Background: an optimization exercise with open tools, aiming at small area, a short achievable clock period and few clock cycles. Do not read the settings as production practice. At most, simulation tests tie the RTL to the original design; equivalence was not proved. For runs 1 and 2, only the layout was checked, not whether the RTL still works.

`flow/config.mk`:
```
export PLATFORM = sky130hd
export DESIGN_NAME = alu_core
export DESIGN_NICKNAME = alu_core
export VERILOG_FILES = /design/flow/design.v
export SDC_FILE = /design/flow/constraint.sdc
export NUM_CORES = 4
export LEC_CHECK = 0
export CAP_MARGIN = 20
export CORE_MARGIN = 2
export CORE_UTILIZATION = 40
export PLACE_DENSITY = 0.6
export SLEW_MARGIN = 20
```
`flow/constraint.sdc`:
```
create_clock -name core_clock -period 20.0 [get_ports {clk_i}]
set_input_delay 4.0000 -clock core_clock [delete_from_list [all_inputs] [get_ports {clk_i}]]
set_output_delay 4.0000 -clock core_clock [all_outputs]
set_load 0.01 [all_outputs]
```
`flow/design.v`:
```
package alu_pkg;
    localparam int WORD_W  = 32;
    localparam int SHAMT_W = 5;
    typedef logic [WORD_W-1:0]   word_t;
    typedef logic [2*WORD_W-1:0] dword_t;
    typedef enum logic [4:0] {
        OP_OR    = 5'd0,
        OP_AND   = 5'd1,
        OP_NOR   = 5'd2,
        OP_XOR   = 5'd3,
        OP_SLL   = 5'd4,
        OP_SRL   = 5'd5,
        OP_SRA   = 5'd6,
        OP_ADD   = 5'd7,
        OP_ADDU  = 5'd8,
        OP_SUB   = 5'd9,
        OP_SUBU  = 5'd10,
        OP_SLT   = 5'd11,
        OP_SLTU  = 5'd12,
        OP_CLZ   = 5'd13,
        OP_CLO   = 5'd14,
        OP_MUL   = 5'd15,
        OP_MULT  = 5'd16,
        OP_MULTU = 5'd17,
        OP_MFHI  = 5'd18,
        OP_MFLO  = 5'd19,
        OP_MTHI  = 5'd20,
        OP_MTLO  = 5'd21
    } alu_op_e;
    typedef enum logic [2:0] {
        RES_LOGIC     = 3'd0,
        RES_SHIFT     = 3'd1,
        RES_MOVE      = 3'd2,
        RES_ARITH     = 3'd3,
        RES_MUL       = 3'd4,
        RES_HILO_ONLY = 3'd5
    } res_class_e;
endpackage
package apb_pkg;
    localparam int APB_ADDR_W = 8;
    typedef logic [APB_ADDR_W-1:0] apb_addr_t;
    localparam apb_addr_t ADDR_OPA    = 8'h00;
    localparam apb_addr_t ADDR_OPB    = 8'h04;
    localparam apb_addr_t ADDR_CMD    = 8'h08;
    localparam apb_addr_t ADDR_RESULT = 8'h0C;
    localparam apb_addr_t ADDR_HI     = 8'h10;
    localparam apb_addr_t ADDR_LO     = 8'h14;
    localparam apb_addr_t ADDR_STATUS = 8'h18;
    localparam int STAT_BUSY    = 0;
    localparam int STAT_OVF     = 1;
    localparam int STAT_ILLEGAL = 2;
endpackage
module alu_core (
    input  logic               clk_i,
    input  logic               rst_n_i,
    input  apb_pkg::apb_addr_t paddr_i,
    input  logic               psel_i,
    input  logic               penable_i,
    input  logic               pwrite_i,
    input  alu_pkg::word_t     pwdata_i,
    output alu_pkg::word_t     prdata_o,
    output logic               pready_o,
    output logic               pslverr_o
);
    localparam int K     = 4;           
    localparam int NSTEP = 32 / K;
    localparam int CW    = $clog2(NSTEP);
    logic [31:0] opa_q, opb_q, result_q, hi_q, lo_q;
    logic [4:0]  cmd_q;
    logic        ovf_q, ill_q;
    logic        xfer_q;       
    logic        pready_q;
    logic        err_q;
    logic        wopa_q, wopb_q, wcmd_q;   
    logic        wcls_q;       
    logic [31:0] prdata_q;
    logic [CW-1:0] cnt_q;      
    logic          mlow_q;     
    logic          sgn_q;
    logic [32:0]   acc_q;
    wire       setup   = psel_i & ~penable_i;
    wire [2:0] ix      = paddr_i[4:2];
    wire       inrange = (paddr_i[7:5] == 3'd0) && (paddr_i[1:0] == 2'd0);
    wire       a_rw    = inrange && (ix <= 3'd2);           
    wire       a_ro    = inrange && (ix >= 3'd3) && (ix <= 3'd6);
    wire       s_err   = ~(a_rw | a_ro) | (pwrite_i & a_ro);
    wire       s_wcls  = pwrite_i ? a_rw : (a_ro && (ix != 3'd6));
    wire complete = xfer_q & pready_q;
    wire launch   = complete & wcmd_q;
    wire is_sub  = (cmd_q == 5'd9) || (cmd_q == 5'd10) || (cmd_q == 5'd11) || (cmd_q == 5'd12);
    wire [31:0] b_eff = opb_q ^ {32{is_sub}};
    wire [32:0] sum33 = {1'b0, opa_q} + {1'b0, b_eff} + {32'd0, is_sub};
    wire [31:0] sum   = sum33[31:0];
    wire        ovf   = (opa_q[31] == b_eff[31]) && (sum[31] != opa_q[31]);
    wire        slt   = sum[31] ^ ovf;
    wire        sltu  = ~sum33[32];
    wire [31:0] lc_in = (cmd_q[0]) ? opa_q : ~opa_q;    
    logic [5:0] lc;
    always_comb begin
        lc = 6'd32;
        for (int i = 0; i < 32; i++) if (lc_in[i]) lc = 6'(31 - i);
    end
    logic [31:0] sh_in, sh_rev, sh_out;
    wire sh_left = (cmd_q == 5'd4);
    wire sh_ar   = (cmd_q == 5'd6);
    always_comb begin
        for (int i = 0; i < 32; i++) sh_rev[i] = opb_q[31 - i];
    end
    assign sh_in = sh_left ? sh_rev : opb_q;
    wire [31:0] sh_r = 32'($signed({sh_ar & sh_in[31], sh_in}) >>> opa_q[4:0]);
    always_comb begin
        for (int i = 0; i < 32; i++) sh_out[i] = sh_left ? sh_r[31 - i] : sh_r[i];
    end
    wire          m_start = launch && ((cmd_q == 5'd15) || (cmd_q == 5'd16) || (cmd_q == 5'd17));
    wire          m_run   = (cnt_q != '0) | m_start;
    wire          m_sgn   = (cnt_q == '0) ? ((cmd_q == 5'd15) || (cmd_q == 5'd16)) : sgn_q;
    wire          m_low   = (cnt_q == '0) ? (cmd_q == 5'd15) : mlow_q;
    wire          m_last  = (cnt_q == CW'(NSTEP - 1));
    wire [K-1:0]  m_d     = opb_q[cnt_q*K +: K];
    wire signed [32:0]  m_a   = {m_sgn & opa_q[31], opa_q};
    wire signed [K:0]   m_dx  = {m_last & m_sgn & m_d[K-1], m_d};
    wire signed [32:0]  m_acc = (cnt_q == '0) ? 33'sd0 : $signed(acc_q);
    wire signed [K+33:0] m_sum = (K+34)'(m_acc) + (K+34)'(m_a * m_dx);
    wire [31:0]   m_shl   = m_low ? result_q : lo_q;
    wire [31:0]   m_shift = {m_sum[K-1:0], m_shl[31:K]};
    wire [CW-1:0] cnt_d   = m_run ? (m_last ? '0 : cnt_q + 1'b1) : '0;
    logic [31:0] res_alu;
    logic        res_we, hilo_we_hi, hilo_we_lo;
    logic [31:0] res_d, hi_d, lo_d;
    always_comb begin
        res_alu = 32'd0;
        case (cmd_q)
            5'd0:  res_alu = opa_q | opb_q;
            5'd1:  res_alu = opa_q & opb_q;
            5'd2:  res_alu = ~(opa_q | opb_q);
            5'd3:  res_alu = opa_q ^ opb_q;
            5'd4, 5'd5, 5'd6: res_alu = sh_out;
            5'd7, 5'd8, 5'd9, 5'd10: res_alu = sum;
            5'd11: res_alu = {31'd0, slt};
            5'd12: res_alu = {31'd0, sltu};
            5'd13, 5'd14: res_alu = {26'd0, lc};
            5'd18: res_alu = hi_q;
            5'd19: res_alu = lo_q;
            default: res_alu = 32'd0;
        endcase
    end
    wire cmd_res = (cmd_q <= 5'd14) || (cmd_q == 5'd18) || (cmd_q == 5'd19);
    wire cmd_ovf = ((cmd_q == 5'd7) || (cmd_q == 5'd9)) && ovf;
    always_comb begin
        res_d = result_q;
        hi_d  = hi_q;
        lo_d  = lo_q;
        if (launch && cmd_res && !cmd_ovf) res_d = res_alu;
        if (launch && (cmd_q == 5'd20)) hi_d = opa_q;
        if (launch && (cmd_q == 5'd21)) lo_d = opa_q;
        if (m_run) begin
            if (m_low) res_d = m_shift;
            else begin
                lo_d = m_shift;
                if (m_last) hi_d = m_sum[K+31:K];
            end
        end
    end
    logic [31:0] rd_mux;
    always_comb begin
        case (ix)
            3'd0: rd_mux = opa_q;
            3'd1: rd_mux = opb_q;
            3'd2: rd_mux = {27'd0, cmd_q};
            3'd3: rd_mux = res_d;
            3'd4: rd_mux = hi_d;
            3'd5: rd_mux = lo_d;
            3'd6: rd_mux = {29'd0, ill_q, ovf_q, 1'b0};
            default: rd_mux = 32'd0;
        endcase
    end
    wire busy_d = (cnt_d != '0);
    wire wcls   = setup ? s_wcls : wcls_q;
    always_ff @(posedge clk_i) begin
        prdata_q <= rd_mux;
        if (m_run) acc_q <= m_sum[K+32:K];
    end
    always_ff @(posedge clk_i or negedge rst_n_i) begin
        if (!rst_n_i) begin
            opa_q    <= '0;
            opb_q    <= '0;
            cmd_q    <= '0;
            result_q <= '0;
            hi_q     <= '0;
            lo_q     <= '0;
            ovf_q    <= 1'b0;
            ill_q    <= 1'b0;
            xfer_q   <= 1'b0;
            pready_q <= 1'b1;
            err_q    <= 1'b0;
            wopa_q   <= 1'b0;
            wopb_q   <= 1'b0;
            wcmd_q   <= 1'b0;
            wcls_q   <= 1'b0;
            cnt_q    <= '0;
            mlow_q   <= 1'b0;
            sgn_q    <= 1'b0;
        end else begin
            if (setup) begin
                xfer_q <= 1'b1;
                err_q  <= s_err;
                wopa_q <= pwrite_i & inrange & (ix == 3'd0);
                wopb_q <= pwrite_i & inrange & (ix == 3'd1);
                wcmd_q <= pwrite_i & inrange & (ix == 3'd2);
                wcls_q <= s_wcls;
                if (pwrite_i & inrange & (ix == 3'd2)) cmd_q <= pwdata_i[4:0];
            end else if (complete) begin
                xfer_q <= 1'b0;
            end
            pready_q <= ~((setup | (xfer_q & ~pready_q)) & wcls & busy_d);
            if (complete & wopa_q) opa_q <= pwdata_i;
            if (complete & wopb_q) opb_q <= pwdata_i;
            result_q <= res_d;
            hi_q     <= hi_d;
            lo_q     <= lo_d;
            if (launch) begin
                ovf_q <= cmd_ovf;
                ill_q <= (cmd_q >= 5'd22);
            end
            cnt_q <= cnt_d;
            if (m_start) begin
                mlow_q <= (cmd_q == 5'd15);
                sgn_q  <= (cmd_q == 5'd15) || (cmd_q == 5'd16);
            end
        end
    end
    assign prdata_o  = prdata_q;
    assign pready_o  = pready_q;
    assign pslverr_o = err_q;
endmodule
```
`flow/run.sh`:
```
#!/bin/bash
# synth_recipe.tcl (not shown) runs the flow's synth.tcl, then flattens the netlist and writes it again
# the make line also repeats each setting of config.mk as NAME=value (left out here)
make -C /OpenROAD-flow-scripts/flow DESIGN_CONFIG=/design/flow/config.mk WORK_HOME=/design/flow/orfs CLKGATE_MAP_FILE= SYNTH_SCRIPT=/design/flow/synth_recipe.tcl finish
```
==> results of run 1 <==
-- logic make-up (layout without fill, tap and decap cells) --
kind of cell	after synthesis	in the layout	share of synthesized area
mux	243	243	0.1307
other cells	0	1	0
compound gates	711	711	0.1885
simple gates	830	830	0.1449
flops	244	244	0.2435
fa+ha+maj	304	304	0.1912
buf+inv	432	439	0.06564
xor+xnor	102	102	0.03558
-- final cells by class --
class | instances | share of cell area
Tap cell | 837 | 0.03748
Timing Repair Buffer | 165 | 0.05110
Clock buffer | 46 | 0.03233
Antenna cell | 1 | 0.00008957
Clock inverter | 10 | 0.005911
Multi-Input combinational cell | 2190 | 0.6249
Sequential cell | 244 | 0.2189
Inverter | 218 | 0.02929
-- state kept, by name (all words and copies together), names as in the netlist, 3 cells and up --
signal    cells
opa_q        32
lo_q         32
result_q     32
prdata_q     32
opb_q        32
hi_q         32
cmd_q         5
acc_q        33
cnt_q         3
-- metrics by stage --
stage	hold slack [ns]	cell area (um2)	utilization	setup WS, ns
6_report	0.5123	27940	0.4519	11.41
5_1_grt	0.5412	27940	0.4519	11.08
4_1_cts	0.5091	27930	0.4517	11.52
3_5_place_dp	0.4875	26860	0.4344	11.55
3_3_place_gp	0.4753	26840	0.4341	11.81
2_1_floorplan	0.4506	25110	-	13.23
-- layer usage --
| layer | vias to the layer above | share of wire |
|---|---|---|
| li1 | 10180 | - |
| met1 | 11960 | 0.39 |
| met2 | 1630 | 0.42 |
| met3 | 295 | 0.12 |
| met4 | 4 | 0.063 |
| met5 | - | 0.00024 |
-- path summary, 6_finish.rpt --
path                           endpoint  slack [ns]  startpoint  cells past startpoint
max in group asynchronous      cmd_q[2]       15.16     rst_n_i                      2
min in group asynchronous      opb_q[9]        3.33     rst_n_i                      1
setup / recovery           prdata_q[31]       11.41    cmd_q[2]                     24
setup reg to reg           prdata_q[31]       11.41    cmd_q[2]                     24
hold / removal                   wcmd_q        0.51      wcmd_q                      2
hold reg to reg                  wcmd_q        0.51      wcmd_q                      2
-- synthesized netlist by cell type, types with 7 or more instances --
master                      number  area (um2)
sky130_fd_sc_hd__nand2_1       419        1573
sky130_fd_sc_hd__inv_1         214       803.3
sky130_fd_sc_hd__nor2_1        195       732.0
sky130_fd_sc_hd__clkbuf_1      182       683.2
sky130_fd_sc_hd__dfrtp_1       178        4454
sky130_fd_sc_hd__ha_1          170        2127
sky130_fd_sc_hd__a21oi_1       162       810.8
sky130_fd_sc_hd__o21ai_0       154       770.7
sky130_fd_sc_hd__fa_1          133        2663
sky130_fd_sc_hd__mux2i_1       104        1041
sky130_fd_sc_hd__mux2_2         79       889.6
sky130_fd_sc_hd__xnor2_1        73       639.4
sky130_fd_sc_hd__mux4_2         60        1351
sky130_fd_sc_hd__a31oi_1        48       300.3
sky130_fd_sc_hd__a22oi_1        47       352.8
sky130_fd_sc_hd__nand3_1        39       195.2
sky130_fd_sc_hd__a21o_1         34       255.2
sky130_fd_sc_hd__nor3_1         34       170.2
sky130_fd_sc_hd__edfxtp_1       33       991.0
sky130_fd_sc_hd__dfxtp_1        32       640.6
sky130_fd_sc_hd__xor2_1         29       254.0
sky130_fd_sc_hd__a221oi_1       28       245.2
sky130_fd_sc_hd__o221ai_1       25       219.0
sky130_fd_sc_hd__o211ai_1       24       180.2
sky130_fd_sc_hd__and3_1         23       143.9
sky130_fd_sc_hd__a211oi_1       22       165.2
sky130_fd_sc_hd__buf_1          22       82.58
sky130_fd_sc_hd__o31ai_1        21       157.7
sky130_fd_sc_hd__and2_1         19       118.9
sky130_fd_sc_hd__nand2b_1       19       118.9
sky130_fd_sc_hd__a222oi_1       16       160.2
sky130_fd_sc_hd__nor2b_1        16       100.1
sky130_fd_sc_hd__o22ai_1        16       100.1
sky130_fd_sc_hd__nand4_1        15       93.84
sky130_fd_sc_hd__a221o_1        14       140.1
sky130_fd_sc_hd__o21a_1         13       97.59
sky130_fd_sc_hd__o311ai_0       10       87.58
sky130_fd_sc_hd__or3_1           8       50.05
sky130_fd_sc_hd__a2111oi_0       7       61.31
sky130_fd_sc_hd__a22o_1          7       61.31
sky130_fd_sc_hd__buf_2           7       35.03
-- layout by cell type (no fill, tap or decap), drive strengths merged, types with 21 or more instances in the layout --
cell,netlist,final
o31ai,21,21
clkbuf,182,47
mux4,60,60
a21oi,162,162
a22oi,47,47
o221ai,25,25
ha,170,170
fa,133,133
nand2,420,420
and3,23,23
a211oi,22,22
nor3,35,35
mux2i,104,104
edfxtp,33,33
dfrtp,178,178
clkdlybuf4s50,0,75
o211ai,24,24
a21o,34,34
buf,31,89
nor2,195,195
a221oi,29,29
xor2,29,29
xnor2,73,73
mux2,79,79
inv,216,217
nand3,39,39
o21ai,159,159
dfxtp,32,32
a31oi,48,48
-- worst reg2reg max path, delay by kind of cell (launching register included) --
kind                       cells  cell delay (ns)
and+or+nand+nor                4             1.30
buffers and inverters          3             0.64
AOI/OAI and AO/OA             11             3.20
adders and majority gates      5             2.46
xor gates and xnor gates       1             0.13
DFF                            1             0.70
==> run notes, run 1 <==
Run status:
- The flow ran to the end and the layout has no timing, DRC or antenna violations.

Timing:
- The total count of hold-check failures in the final report is 0.
- The worst pin sits at a relative slew slack of 0.1825.
- Setup violations remaining at the end of the flow were counted as 0.
- The clock period minus final worst setup slack is around 8.6 ns.
- The setup TNS is 0 ns.
- The worst clock skew is ~0.015 ns.
- The fmax is between 100 and 150 MHz.
- Setup repair after global routing left no endpoint under its margin.
- The slew at the pin with the worst max-slew slack is 1.217 ns.
- The max-slew violation count is 0.
- The share of the cycle needed by the critical path after routing is 0.4294.

Cells and area:
- Summing all flip-flop and latch instances after layout gives 0.006115 mm2.
- The share of final-layout standard cells stronger than drive strength 1 is 0.1117.
- The area growth from synthesis to layout is 11.29%.
- The net count of the finished layout is around 3200.
- The filler cell count in the final layout is approximately 6000.
- The count of cells in the finished layout, fillers not included, comes to about 3700.
- The multi-input gate area in the final layout is between 0.015 and 0.02 mm2.

Detailed routing:
- After detailed routing, the average wire length per cell comes to 30.38 um.
- The first TritonRoute pass finished after 8 iterations.
- The final layout contains routed wiring with a total length of between 100 and 150 mm.
- For this block, the initial DRC count from the detailed router was approximately 3300.
- The final route contains approximately 24000 vias.
- In the routed design, unresolved DRC markers number 0.
- The detail route stage leaves a number of antenna-violating nets equal to 0.
- The detailed-route vias per instance is roughly 6.5.

Die:
- The die area is around 0.065 mm2.
- The number of core rows is 91.
- The y dimension of the die is 254.5 um.
- The area of the core is between 0.06 and 0.07 mm2.
- The I/O pin count is between 70 and 80.
- The floorplan step set the die width to 254.5 um.
- The starting utilization of the core area is 0.4061.

Placed design:
- The placed wire-length estimate is 83.95 mm.
- Port buffering added 78 buffers.
- Including well taps, the total number of placed cells is 3654.
- The congestion estimate from routability-driven global placement came to 1.011.

Synth:
- The part of the Yosys area used for sequential elements is 0.2435.
- The number of different library cells used by synthesis comes to 87.
- Synthesis produced a netlist with a net count of 3214.
- After synthesis the cells add up to 0.02511 mm2.
- In the synthesized netlist the async set-or-reset flop fraction comes to 0.7336.
- Counting every instance in the synthesized netlist gives about 2900.
- The synthesis warning total is 1.
- Each instance of the synthesized netlist takes up on average approximately 8.8 um2.
- The most used flip-flop cell after synthesis is sky130_fd_sc_hd__dfrtp_1.
- The register bit total from synthesis is around 240.
- In this run, synthesis inferred 33 flip-flops with an integrated enable.

Clocking:
- The largest buffer count on any clock path is 3.
- The post-cts hold buffer count is 0.
- CTS placed an instance of sky130_fd_sc_hd__clkbuf_16 at the clock tree root.
- The tree built by TritonCTS fans out to approximately 240 sinks.
- The H-tree depth is 1.
- In this run, post-CTS repair resized a total of 0 instances.
- After clock tree synthesis, the clock-pin slew on the worst setup and hold paths is roughly 0.060 ns.
- TritonCTS built the clock tree.
- The number of buffers inserted during clock tree synthesis is 31.
- At the later pin of the worst-skew pair, clock insertion delay measures 0.62 ns.
- The post-CTS setup buffer count is 0.

Worst setup path:
- At the worst endpoint, the required time is 20.46 ns.
- In this design, the stage delay of the slowest critical-path cell is ~0.70 ns.
- The critical path in this run is classified as reg -> reg.
- STA puts the critical path data arrival time at approximately 9.1 ns.
- The slowest stage of the critical path is the sky130_fd_sc_hd__dfrtp_1 cell.
- The worst setup path is launched from a flop.
- The cell that appears most often on the critical path is sky130_fd_sc_hd__fa_1.
- The critical path goes through nor2b_1, and2_1, nand3_1, o31a_1, o21ai_0, and3_1, buf_4, inv_1, fa_1, fa_1, fa_1, inv_1, fa_1, fa_1, a211oi_1, o21ai_0, a22oi_1, o211ai_1, a211oi_1, o31ai_1, a211oi_1, xnor2_1, o21ai_0, o221ai_1.
- The category of cells accounting for the largest share of critical-path delay is compound AO/OA/AOI/OAI gates.
- The number of buffers and inverters on the critical path is 3.
- STA classifies the critical path endpoint as a flop.
- The highest fanout seen on the critical path is 32.

GRT:
- The most crowded layer after global routing is met2.
- The routing usage on met1 is 0.4687.
- The wire length of the first global-routing pass is about 160 mm.
- Entering global routing, the biggest net connects between 60 and 70 pins.
- The total congestion overflow after global routing is 0.
- For this run, global-route usage on met3 was measured as 0.09114.
- The via count of the first global-routing pass is between 20000 and 25000.
- For this run, the total global-route usage over all layers was measured as 0.3480.
- The number of antenna violations at the first check in global routing is 4.
- The met2 track utilization from global routing is 0.5104.

Run:
- The max-capacitance violation count is 0.

Worst hold path:
- In this run the worst hold path is classified as reg -> reg.
==> inputs of run 2 (changes only) <==
==> flow/flow/run.sh (new file) <==
#!/bin/bash
set -euo pipefail
bash standard.sh SETUP_SLACK_MARGIN=14.5 finish > standard_flow.log 2>&1
==> flow/standard.sh (new file) <==
#!/bin/bash
# synth_recipe.tcl (not shown) runs the flow's synth.tcl, then flattens the netlist and writes it again
# the make line also repeats each setting of config.mk as NAME=value (left out here)
make -C /OpenROAD-flow-scripts/flow DESIGN_CONFIG=/design/flow/config.mk WORK_HOME=/design/flow/orfs CLKGATE_MAP_FILE= SYNTH_SCRIPT=/design/flow/synth_recipe.tcl "${@:-finish}"
removed: flow/run.sh
==> run 2 against run 1 <==
  * Still clean on timing, DRC and antenna
  * Clock skew increased by 0.0079 ns
  * Maximum frequency increased by 33%
  * Clock-buffer cell count decreased by 6
  * Hold slack got worse by 0.0091 ns
  * Worst setup slack improved by 2.2 ns
  * Critical path type unchanged
  * Largest cell class unchanged
==> run notes, run 2 <==
Timing:
- The relative slew slack is 0.2434 (was 0.1825).
- The slew at the pin with the worst max-slew slack was 1.131 ns (was 1.217 ns).
- The clock period minus final worst setup slack was 6.438 ns (was 8.589 ns).
- The total count of hold-check failures in the final report is 0 (unchanged).
- The max-slew violation count is 0 (unchanged).
- The fmax is 155.3 MHz (was 116.4 MHz).
- RSZ-0062 raised after global routing: yes (was no).
- The share of the cycle needed by the critical path after routing was 0.3219 (was 0.4294).
- The worst hold slack across all endpoints is 0.5033 ns (was 0.5123 ns).
- The final setup violation count is 0 (unchanged).
- The setup TNS came to 0 ns (unchanged).
- The worst clock skew is 0.02316 ns (was 0.01524 ns).

Synth:
- The most numerous cell in the Yosys netlist is sky130_fd_sc_hd__nand2_1 (unchanged).
- The share of flip-flops with an asynchronous set or reset after synthesis is 0.7336 (unchanged).
- The part of the Yosys area used for sequential elements is 0.2435 (unchanged).
- Ranking of synthesized cells by area: sky130_fd_sc_hd__dfrtp_1 18%, sky130_fd_sc_hd__fa_1 11%, sky130_fd_sc_hd__ha_1 8.5%, sky130_fd_sc_hd__nand2_1 6.3%, sky130_fd_sc_hd__mux4_2 5.4% (unchanged).
- The most used flip-flop cell after synthesis is sky130_fd_sc_hd__dfrtp_1 (unchanged).
- The top-area cell type share of the netlist area was 0.1774 (unchanged).
- Most instantiated cells after synthesis: 419 x sky130_fd_sc_hd__nand2_1, 214 x sky130_fd_sc_hd__inv_1, 195 x sky130_fd_sc_hd__nor2_1 (unchanged).
- The biggest area consumer among synthesized cells is sky130_fd_sc_hd__dfrtp_1 (unchanged).
- The register bit total from synthesis is 244 (unchanged).
- The post-synthesis area per instance is 8.760 um2 (unchanged).
- The count of unique library cells instantiated by Yosys is 87 (unchanged).
- The post-synthesis instance area came to 0.02511 mm2 (unchanged).
- The count of flip-flops with a built-in enable after synthesis is 33 (unchanged).
- The synthesized net count is 3214 (unchanged).
- The synthesized instance count is 2866 (unchanged).
- The synthesis warning total is 1 (unchanged).

Cells and area:
- The finished layout cell area came to 0.03008 mm2 (was 0.02794 mm2).
- The register containing the most flip-flops in the final layout is acc_q (unchanged).
- The most common cell after layout, fill and taps aside was sky130_fd_sc_hd__nand2_1 (unchanged).
- The share of final-layout standard cells stronger than drive strength 1 is 0.1999 (was 0.1117).
- Commonest non-fill, non-tap cells in the layout: 411 x sky130_fd_sc_hd__nand2_1, 209 x sky130_fd_sc_hd__inv_1, 175 x sky130_fd_sc_hd__nor2_1 (was 419 x sky130_fd_sc_hd__nand2_1, 214 x sky130_fd_sc_hd__inv_1, 191 x sky130_fd_sc_hd__nor2_1).
- The number of flip-flops under the largest register name was 33 (unchanged).
- The synthesis-to-finish area growth is 19.82% (was 11.29%).
- The net count of the finished layout is 3291 (was 3198).

Worst setup path:
- The data arrival time of the critical path came to 6.90 ns (was 9.05 ns).
- The kind of start point of the critical path is a flop (unchanged).
- The endpoint class of the critical path is a flop (unchanged).
- The required time of the critical path is 20.46 ns (about the same).
- The highest fanout seen on the critical path is 10 (was 32).
- The type of the worst setup path is reg -> reg (unchanged).

Run status:
- Outcome: finished clean (unchanged).

Clocking:
- The H-tree depth is 1 (unchanged).
- The largest buffer count on any clock path is 3 (unchanged).
- The register clock-pin slew on the reported worst setup and hold paths was 0.06 ns (about the same).
- The post-cts hold buffer count is 0 (unchanged).
- The CTS tree is built (unchanged).
- The clock latency on the worst-skew pair was 0.61 ns (was 0.62 ns).
- The root cell of the clock tree is sky130_fd_sc_hd__clkbuf_16 (unchanged).
- The number of buffers inserted during clock tree synthesis is 30 (was 31).
- The TritonCTS sink count came to 244 (unchanged).

Die:
- The width of the die came to 254.5 um (unchanged).
- The y dimension of the die is 254.5 um (unchanged).
- The number of core rows is 91 (unchanged).
- The I/O pin count is 79 (unchanged).
- The area of the core was 0.06183 mm2 (unchanged).
- The starting utilization of the core area came to 0.4061 (unchanged).
- The die area is 0.06478 mm2 (unchanged).

Detailed routing:
- The number of design-rule violations left by the first detailed-router iteration was 3309 (was 3258).
- The detailed-route via count was 24410 (was 24070).
- The remaining number of nets flagged by the antenna check after routing is 0 (unchanged).
- The number of iterations in the first detailed-routing pass is 7 (was 8).
- The residual DRC count is 0 (unchanged).
- The detailed-route wire length is 112.3 mm (was 112.7 mm).
- The detailed-route vias per instance is 6.416 (was 6.485).
- The detail-routed net length per standard cell is 29.52 um (was 30.38 um).

GRT:
- The total congestion overflow after global routing was 0 (unchanged).
- The overall fraction of global-route tracks in use came to 0.3437 (was 0.3480).
- The number of antenna violations at the first check in global routing was 7 (was 4).
- The wire length of the first global-routing pass came to 162.5 mm (was 163.7 mm).
- The pin count of the biggest net entering global routing is 67 (was 68).
- The via count of the first global-routing pass came to 23720 (was 23440).

Placed design:
- The placed standard-cell area is 0.02697 mm2 (was 0.02686 mm2).
- The routability-driven placement congestion ratio is 1.032 (was 1.011).
- The count of buffers from port buffering came to 78 (unchanged).
- The placed wire-length estimate came to 81.52 mm (was 83.95 mm).

Worst hold path:
- The worst hold path class is reg -> reg (unchanged).

Run:
- The max-capacitance violation count is 0 (unchanged).
## run 2: area by class of cell
type,instances,area (um2)
well taps,837,1047
clock inverters,16,229.0
multi-input cells,2190,18540
repair buffers,259,2460
fillers,5756,31740
clock buffers,40,839.6
inverters,218,820.8
flip-flops and latches,244,6138
diodes,1,2.502
## run 2: logic make-up (layout without fill, tap and decap cells)
family / after synthesis / count (layout) / synth area share
buffers and inverters: 432 / 533 / 0.06564
XOR/XNOR: 102 / 102 / 0.03558
AND/OR/NAND/NOR: 830 / 830 / 0.1449
flip-flops: 244 / 244 / 0.2435
multiplexers: 243 / 243 / 0.1307
AO/OA/AOI/OAI: 711 / 711 / 0.1885
other: 0 / 1 / 0
adder cells (fa/ha/maj): 304 / 304 / 0.1912
## run 2: stage by stage
step | setup WS (ns) | util | cells
after floorplan | 14.11 | - | 2866
after global placement | 12.84 | 0.4363 | 3656
after detailed placement | 12.67 | 0.4363 | 3656
after CTS | 13.69 | 0.4747 | 3770
after global routing | 13.36 | 0.4865 | 3804
final | 13.56 | 0.4866 | 3805
## run 2: routing by layer
metal	global-route usage	routed length, um
met1	0.4581	43730
met5	0	61
met3	0.08053	12690
met4	0.1869	7462
met2	0.5159	48390
## run 2: repair_timing
item,in CTS,in global routing
gates cloned,5,0
endpoints found under the setup margin,140,112
setup buffers,53,33
endpoints found under the hold margin,0,0
gates resized for setup,186,100
pin swaps,53,65
## run 2: worst paths after layout
path                           start           end  slack [ns]  cells after the start
min in group asynchronous    rst_n_i     opb_q[29]        3.38                      1
min reg2reg                   wcmd_q        wcmd_q        0.50                      2
min                           wcmd_q        wcmd_q        0.50                      2
max in group asynchronous    rst_n_i      opb_q[7]       15.26                      2
max                        opb_q[27]  prdata_q[30]       13.56                     26
max reg2reg                opb_q[27]  prdata_q[30]       13.56                     26
## run 2: critical path, cell delays in order, from the launching register on
cell,delay (ns)
sky130_fd_sc_hd__dfrtp_1,0.36
sky130_fd_sc_hd__buf_4,0.21
sky130_fd_sc_hd__mux4_2,0.48
sky130_fd_sc_hd__nand2_1,0.13
sky130_fd_sc_hd__o21ai_4,0.09
sky130_fd_sc_hd__buf_12,0.14
sky130_fd_sc_hd__and3_4,0.21
sky130_fd_sc_hd__buf_4,0.15
sky130_fd_sc_hd__buf_12,0.12
sky130_fd_sc_hd__buf_16,0.14
sky130_fd_sc_hd__nand2_1,0.08
sky130_fd_sc_hd__fa_1,0.44
sky130_fd_sc_hd__fa_1,0.47
sky130_fd_sc_hd__fa_1,0.50
sky130_fd_sc_hd__inv_1,0.05
sky130_fd_sc_hd__ha_1,0.33
sky130_fd_sc_hd__ha_4,0.34
sky130_fd_sc_hd__o21ai_0,0.12
sky130_fd_sc_hd__o211ai_1,0.23
sky130_fd_sc_hd__a31o_2,0.26
sky130_fd_sc_hd__a31oi_4,0.12
sky130_fd_sc_hd__o311ai_4,0.35
sky130_fd_sc_hd__nand2_2,0.15
sky130_fd_sc_hd__o31a_1,0.37
sky130_fd_sc_hd__xnor2_2,0.18
sky130_fd_sc_hd__o21ai_2,0.14
sky130_fd_sc_hd__o211ai_1,0.11
==> inputs of run 3 (changes only) <==
--- a/flow/design.v
+++ b/flow/design.v
@@ -64,7 +64,7 @@
 );
     localparam int K     = 4;           
     localparam int NSTEP = 32 / K;
-    localparam int CW    = $clog2(NSTEP);
+    localparam int CW    = 3;             
     logic [31:0] opa_q, opb_q, result_q, hi_q, lo_q;
     logic [4:0]  cmd_q;
     logic        ovf_q, ill_q;
@@ -77,7 +77,7 @@
     logic [CW-1:0] cnt_q;      
     logic          mlow_q;     
     logic          sgn_q;
-    logic [32:0]   acc_q;
+    logic          mm_q, ml_q, ms_q;    
     wire       setup   = psel_i & ~penable_i;
     wire [2:0] ix      = paddr_i[4:2];
     wire       inrange = (paddr_i[7:5] == 3'd0) && (paddr_i[1:0] == 2'd0);
@@ -111,18 +111,32 @@
     always_comb begin
         for (int i = 0; i < 32; i++) sh_out[i] = sh_left ? sh_r[31 - i] : sh_r[i];
     end
-    wire          m_start = launch && ((cmd_q == 5'd15) || (cmd_q == 5'd16) || (cmd_q == 5'd17));
+    wire          m_start = launch & mm_q;
     wire          m_run   = (cnt_q != '0) | m_start;
-    wire          m_sgn   = (cnt_q == '0) ? ((cmd_q == 5'd15) || (cmd_q == 5'd16)) : sgn_q;
-    wire          m_low   = (cnt_q == '0) ? (cmd_q == 5'd15) : mlow_q;
+    wire          m_first = (cnt_q == '0);
+    wire          m_sgn   = m_first ? ms_q : sgn_q;
+    wire          m_low   = m_first ? ml_q : mlow_q;
     wire          m_last  = (cnt_q == CW'(NSTEP - 1));
-    wire [K-1:0]  m_d     = opb_q[cnt_q*K +: K];
-    wire signed [32:0]  m_a   = {m_sgn & opa_q[31], opa_q};
-    wire signed [K:0]   m_dx  = {m_last & m_sgn & m_d[K-1], m_d};
-    wire signed [32:0]  m_acc = (cnt_q == '0) ? 33'sd0 : $signed(acc_q);
-    wire signed [K+33:0] m_sum = (K+34)'(m_acc) + (K+34)'(m_a * m_dx);
-    wire [31:0]   m_shl   = m_low ? result_q : lo_q;
-    wire [31:0]   m_shift = {m_sum[K-1:0], m_shl[31:K]};
+    wire [CW-1:0] m_idx   = m_low ? ~cnt_q : cnt_q;
+    wire [K-1:0]  m_d     = opb_q[m_idx*K +: K];
+    wire [32:0]   m_a     = {m_sgn & opa_q[31], opa_q};
+    wire          m_neg   = m_last & m_sgn & ~m_low;    
+    localparam int W = K + 33;
+    wire [W-1:0]  m_acc   = m_first ? '0 :
+                            m_low   ? W'({result_q[31-K:0], {K{1'b0}}}) :
+                                      {{(K+1){m_sgn & hi_q[31]}}, hi_q};
+    logic [W-1:0] m_sum;
+    always_comb begin
+        m_sum = m_acc;
+        for (int i = 0; i < K; i++) begin
+            if (i == K - 1)
+                m_sum = m_sum + ((((W'({{(W-33){m_a[32]}}, m_a})) ^ {W{m_neg}}) & {W{m_d[i]}}) << i)
+                              + W'(m_neg & m_d[i] ? (1 << i) : 0);
+            else
+                m_sum = m_sum + (W'({{(W-33){m_a[32]}}, m_a} & {W{m_d[i]}}) << i);
+        end
+    end
+    wire [31:0]   m_shift = {m_sum[K-1:0], lo_q[31:K]};
     wire [CW-1:0] cnt_d   = m_run ? (m_last ? '0 : cnt_q + 1'b1) : '0;
     logic [31:0] res_alu;
     logic        res_we, hilo_we_hi, hilo_we_lo;
@@ -154,10 +168,10 @@
         if (launch && (cmd_q == 5'd20)) hi_d = opa_q;
         if (launch && (cmd_q == 5'd21)) lo_d = opa_q;
         if (m_run) begin
-            if (m_low) res_d = m_shift;
+            if (m_low) res_d = m_sum[31:0];
             else begin
                 lo_d = m_shift;
-                if (m_last) hi_d = m_sum[K+31:K];
+                hi_d = m_sum[K+31:K];
             end
         end
     end
@@ -178,7 +192,11 @@
     wire wcls   = setup ? s_wcls : wcls_q;
     always_ff @(posedge clk_i) begin
         prdata_q <= rd_mux;
-        if (m_run) acc_q <= m_sum[K+32:K];
+        if (setup) begin
+            mm_q <= (pwdata_i[4:0] == 5'd15) || (pwdata_i[4:0] == 5'd16) || (pwdata_i[4:0] == 5'd17);
+            ml_q <= (pwdata_i[4:0] == 5'd15);
+            ms_q <= (pwdata_i[4:0] == 5'd15) || (pwdata_i[4:0] == 5'd16);
+        end
     end
     always_ff @(posedge clk_i or negedge rst_n_i) begin
         if (!rst_n_i) begin
@@ -224,8 +242,8 @@
             end
             cnt_q <= cnt_d;
             if (m_start) begin
-                mlow_q <= (cmd_q == 5'd15);
-                sgn_q  <= (cmd_q == 5'd15) || (cmd_q == 5'd16);
+                mlow_q <= ml_q;
+                sgn_q  <= ms_q;
             end
         end
     end
==> flow/run.sh (new file) <==
#!/bin/bash
# synth_recipe.tcl (not shown) runs the flow's synth.tcl, then flattens the netlist and writes it again
# the make line also repeats each setting of config.mk as NAME=value (left out here)
make -C /OpenROAD-flow-scripts/flow DESIGN_CONFIG=/design/flow/config.mk WORK_HOME=/design/flow/orfs CLKGATE_MAP_FILE= SYNTH_SCRIPT=/design/flow/synth_recipe.tcl finish
removed: flow/flow/run.sh
removed: flow/standard.sh
==> run 3 against run 2 <==
  * Still clean
  * Die area fell by 4.0%
  * Non-clock buffer count fell by 84
  * Synthesized cell count fell by 2.0%
  * Register-to-register slack got worse by 2.1 ns
  * Critical path type unchanged
  * Largest cell class unchanged
  * Highest routed layer unchanged
==> run notes, run 3 <==
Synth:
- The post-synthesis instance area came to 0.02409 mm2 (was 0.02511 mm2).
- The most used flip-flop cell after synthesis is sky130_fd_sc_hd__dfrtp_1 (unchanged).
- The most numerous cell in the Yosys netlist is sky130_fd_sc_hd__nand2_1 (unchanged).
- The synthesized net count is 3119 (was 3214).
- The biggest area consumer among synthesized cells is sky130_fd_sc_hd__dfrtp_1 (unchanged).
- The count of flip-flops with a built-in enable after synthesis is 3 (was 33).
- Ranking of synthesized cells by area: sky130_fd_sc_hd__dfrtp_1 18%, sky130_fd_sc_hd__ha_1 8.6%, sky130_fd_sc_hd__fa_1 8.3%, sky130_fd_sc_hd__mux4_2 6.5%, sky130_fd_sc_hd__mux2_2 5.3% (was sky130_fd_sc_hd__dfrtp_1 18%, sky130_fd_sc_hd__fa_1 11%, sky130_fd_sc_hd__ha_1 8.5%, sky130_fd_sc_hd__nand2_1 6.3%, sky130_fd_sc_hd__mux4_2 5.4%).
- Most instantiated cells after synthesis: 326 x sky130_fd_sc_hd__nand2_1, 239 x sky130_fd_sc_hd__nor2_1, 186 x sky130_fd_sc_hd__inv_1 (was 419 x sky130_fd_sc_hd__nand2_1, 214 x sky130_fd_sc_hd__inv_1, 195 x sky130_fd_sc_hd__nor2_1).
- The synthesized instance count is 2808 (was 2866).
- The share of flip-flops with an asynchronous set or reset after synthesis is 0.8364 (was 0.7336).
- The top-area cell type share of the netlist area is 0.1849 (was 0.1774).
- The register bit total from synthesis is 214 (was 244).
- The part of the Yosys area used for sequential elements is 0.2164 (was 0.2435).
- The post-synthesis area per instance is 8.577 um2 (was 8.760 um2).
- The synthesis warning total is 1 (unchanged).
- The count of unique library cells instantiated by Yosys is 90 (was 87).

Placed design:
- The count of buffers from port buffering is 78 (unchanged).
- The post-placement setup slack was 11.47 ns (was 12.67 ns).
- The placed standard-cell area is 0.02582 mm2 (was 0.02697 mm2).
- The routability-driven placement congestion ratio is 1.090 (was 1.032).
- The placed wire-length estimate is 77.64 mm (was 81.52 mm).

GRT:
- The pin count of the biggest net entering global routing was 112 (was 67).
- The wire length of the first global-routing pass was 152.6 mm (was 162.5 mm).
- The number of antenna violations at the first check in global routing is 5 (was 7).
- The total congestion overflow after global routing was 0 (unchanged).
- The via count of the first global-routing pass is 23030 (was 23720).
- The overall fraction of global-route tracks in use was 0.3274 (was 0.3437).

Clocking:
- The largest buffer count on any clock path is 3 (unchanged).
- The number of buffers inserted during clock tree synthesis is 28 (was 30).
- The post-cts hold buffer count was 0 (unchanged).
- The TritonCTS sink count is 214 (was 244).
- The post-CTS resize count is 0 (was 186).
- The H-tree depth is 1 (unchanged).
- The register clock-pin slew on the reported worst setup and hold paths is 0.06 ns (about the same).
- The post-CTS setup buffer count is 0 (was 53).
- The clock latency on the worst-skew pair was 0.61 ns (about the same).
- The CTS tree is built (unchanged).
- The root cell of the clock tree is sky130_fd_sc_hd__clkbuf_16 (unchanged).

Timing:
- The setup slack after layout is 11.43 ns (was 13.56 ns).
- The clock period minus final worst setup slack was 8.572 ns (was 6.438 ns).
- The slew at the pin with the worst max-slew slack is 1.106 ns (was 1.131 ns).
- The final setup violation count is 0 (unchanged).
- The fmax came to 116.7 MHz (was 155.3 MHz).
- The setup TNS is 0 ns (unchanged).
- The total count of hold-check failures in the final report was 0 (unchanged).
- The share of the cycle needed by the critical path after routing is 0.4286 (was 0.3219).
- RSZ-0062 raised after global routing: no (was yes).
- The relative slew slack is 0.2582 (was 0.2434).
- The worst clock skew is 0.04050 ns (was 0.02316 ns).
- The max-slew violation count is 0 (unchanged).

Cells and area:
- The finished layout cell area is 0.02685 mm2 (was 0.03008 mm2).
- The most common cell after layout, fill and taps aside is sky130_fd_sc_hd__nand2_1 (unchanged).
- The share of final-layout standard cells stronger than drive strength 1 was 0.1326 (was 0.1999).
- The net count of the finished layout is 3109 (was 3291).
- The synthesis-to-finish area growth came to 11.46% (was 19.82%).
- The final core area utilization came to 0.4532 (was 0.4866).
- Commonest non-fill, non-tap cells in the layout: 326 x sky130_fd_sc_hd__nand2_1, 235 x sky130_fd_sc_hd__nor2_1, 186 x sky130_fd_sc_hd__inv_1 (was 411 x sky130_fd_sc_hd__nand2_1, 209 x sky130_fd_sc_hd__inv_1, 175 x sky130_fd_sc_hd__nor2_1).

Worst setup path:
- The kind of start point of the critical path is a flop (unchanged).
- The required time of the critical path is 20.49 ns (was 20.46 ns).
- The origin of the worst setup path is cnt_q[0] (was opb_q[27]).
- The cell count of the worst reg-to-reg path is 25 (was 26).
- The type of the worst setup path is reg -> reg (unchanged).
- The endpoint class of the critical path is a flop (unchanged).
- The worst reg2reg path startpoint is cnt_q[0] (was opb_q[27]).
- The highest fanout seen on the critical path was 39 (was 10).
- The reg2reg setup slack is 11.43 ns (was 13.56 ns).
- The capture point of the worst path is prdata_q[22] (was prdata_q[30]).
- The worst reg2reg path endpoint is prdata_q[22] (was prdata_q[30]).
- The data arrival time of the critical path is 9.07 ns (was 6.90 ns).

Detailed routing:
- The number of design-rule violations left by the first detailed-router iteration is 3151 (was 3309).
- The detailed-route via count was 23490 (was 24410).
- The remaining number of nets flagged by the antenna check after routing was 0 (unchanged).
- The residual DRC count is 0 (unchanged).
- The detailed-route vias per instance was 6.533 (was 6.416).
- The number of iterations in the first detailed-routing pass is 8 (was 7).
- The detail-routed net length per standard cell is 28.64 um (was 29.52 um).
- The detailed-route wire length came to 103.0 mm (was 112.3 mm).

Die:
- The I/O pin count came to 79 (unchanged).
- The area of the core is 0.05924 mm2 (was 0.06183 mm2).
- The number of core rows is 89 (was 91).
- The die area is 0.06219 mm2 (was 0.06478 mm2).
- The width of the die came to 249.4 um (was 254.5 um).
- The y dimension of the die is 249.4 um (was 254.5 um).
- The starting utilization of the core area was 0.4066 (was 0.4061).

Run:
- The max-capacitance violation count is 0 (unchanged).

Run status:
- Outcome: finished clean (unchanged).

Worst hold path:
- The worst hold path class is reg -> reg (unchanged).
-- run 3: worst min-delay path by stage --
stage                      start  endpoint  slack, ns  cells past startpoint
after floorplan            ovf_q     ovf_q       0.45                      2
after global placement    wopa_q    wopa_q       0.47                      2
after detailed placement  wopa_q    wopa_q       0.47                      2
after CTS                 wopa_q    wopa_q       0.49                      2
after global routing      wopb_q    wopb_q       0.52                      2
final                     wopa_q    wopa_q       0.49                      2
-- run 3: kinds of logic after synthesis --
group	share of synthesized area
buffers and inverters	0.06488
flip-flops	0.2164
AND/OR/NAND/NOR	0.1437
adder cells (fa/ha/maj)	0.1698
multiplexers	0.1633
AO/OA/AOI/OAI	0.1959
XOR/XNOR	0.04608
-- run 3: area by class of cell --
type,count,area [um2]
well taps,773,967.2
clock buffers,34,763.2
repair buffers,175,1503
flip-flops and latches,214,5211
clock inverters,18,257.7
fillers,5828,32390
multi-input cells,2186,17410
inverters,193,724.4
diodes,3,7.507
-- run 3: worst max-delay path: stages, from the launching register on --
cell and delay [ns]:
sky130_fd_sc_hd__dfrtp_1 0.44, sky130_fd_sc_hd__inv_1 0.09, sky130_fd_sc_hd__ha_1 0.19, sky130_fd_sc_hd__nor2b_1 0.59, sky130_fd_sc_hd__mux2i_4 0.19, sky130_fd_sc_hd__xnor2_2 0.55
sky130_fd_sc_hd__mux4_2 0.62, sky130_fd_sc_hd__mux2i_4 0.15, sky130_fd_sc_hd__buf_4 0.42, sky130_fd_sc_hd__nor2_1 0.15, sky130_fd_sc_hd__fa_1 0.55, sky130_fd_sc_hd__inv_1 0.05
sky130_fd_sc_hd__fa_1 0.44, sky130_fd_sc_hd__fa_1 0.55, sky130_fd_sc_hd__inv_1 0.05, sky130_fd_sc_hd__ha_1 0.29, sky130_fd_sc_hd__a211oi_1 0.09, sky130_fd_sc_hd__o21a_1 0.22
sky130_fd_sc_hd__o31ai_1 0.70, sky130_fd_sc_hd__a31oi_1 0.35, sky130_fd_sc_hd__o311a_1 0.49, sky130_fd_sc_hd__nor2_1 0.15, sky130_fd_sc_hd__xnor2_1 0.19, sky130_fd_sc_hd__a21oi_1 0.13
sky130_fd_sc_hd__mux4_2 0.48, sky130_fd_sc_hd__a211o_1 0.30
-- run 3: per-stage QoR --
step,hold WS [ns],std cells
4_1_cts,0.4905,3593
3_5_place_dp,0.4750,3541
3_3_place_gp,0.4690,3541
5_1_grt,0.5242,3593
6_report,0.4894,3596
2_1_floorplan,0.4489,2808
-- run 3: routing by layer --
metal | part of all wire | vias up | global-route usage
met5 | 0.00013 | - | 0
met3 | 0.11 | 407 | 0.07290
met1 | 0.36 | 11460 | 0.3974
li1 | - | 10040 | -
met4 | 0.091 | 2 | 0.2425
met2 | 0.44 | 1584 | 0.5111
Testbench counts of run 3, summed over its fixed seeds: cycles 153,676.

[what the ideal ports hide]
How much do the figures lean on ideal ports? The routed layouts below were timed once more, with nothing changed but the port constraints. Step 1 (the two cells are an assumption about what drives the block):
set clk [get_ports {clk_i}]
set_driving_cell -lib_cell sky130_fd_sc_hd__clkbuf_16 $clk
set_driving_cell -lib_cell sky130_fd_sc_hd__buf_2 [delete_from_list [all_inputs] $clk]
Step 2 moves the port delays by t, midway between the first and last clock arrival at a register: inputs arrive t later, outputs are due t later. That takes back most of the time a late clock gives input paths. Slacks: ideal / step 1 / step 2; pairs: ideal / step 1.
run	shift t [ns]	slack for setup (ns)	worst data-port slew with drivers (ns)	pins driven straight from the clock port
run 1	0.681	11.411 / 11.411 / 11.411	0.07	1
run 2	0.659	13.562 / 13.562 / 13.271	0.06	1
run 3	0.655	11.428 / 11.428 / 11.428	0.04	1
After both steps setup and hold are still met in every run listed. For run 2, which loses most, drivers alone change the setup slack by 0.000 ns; drivers and shift together by -0.291 ns.
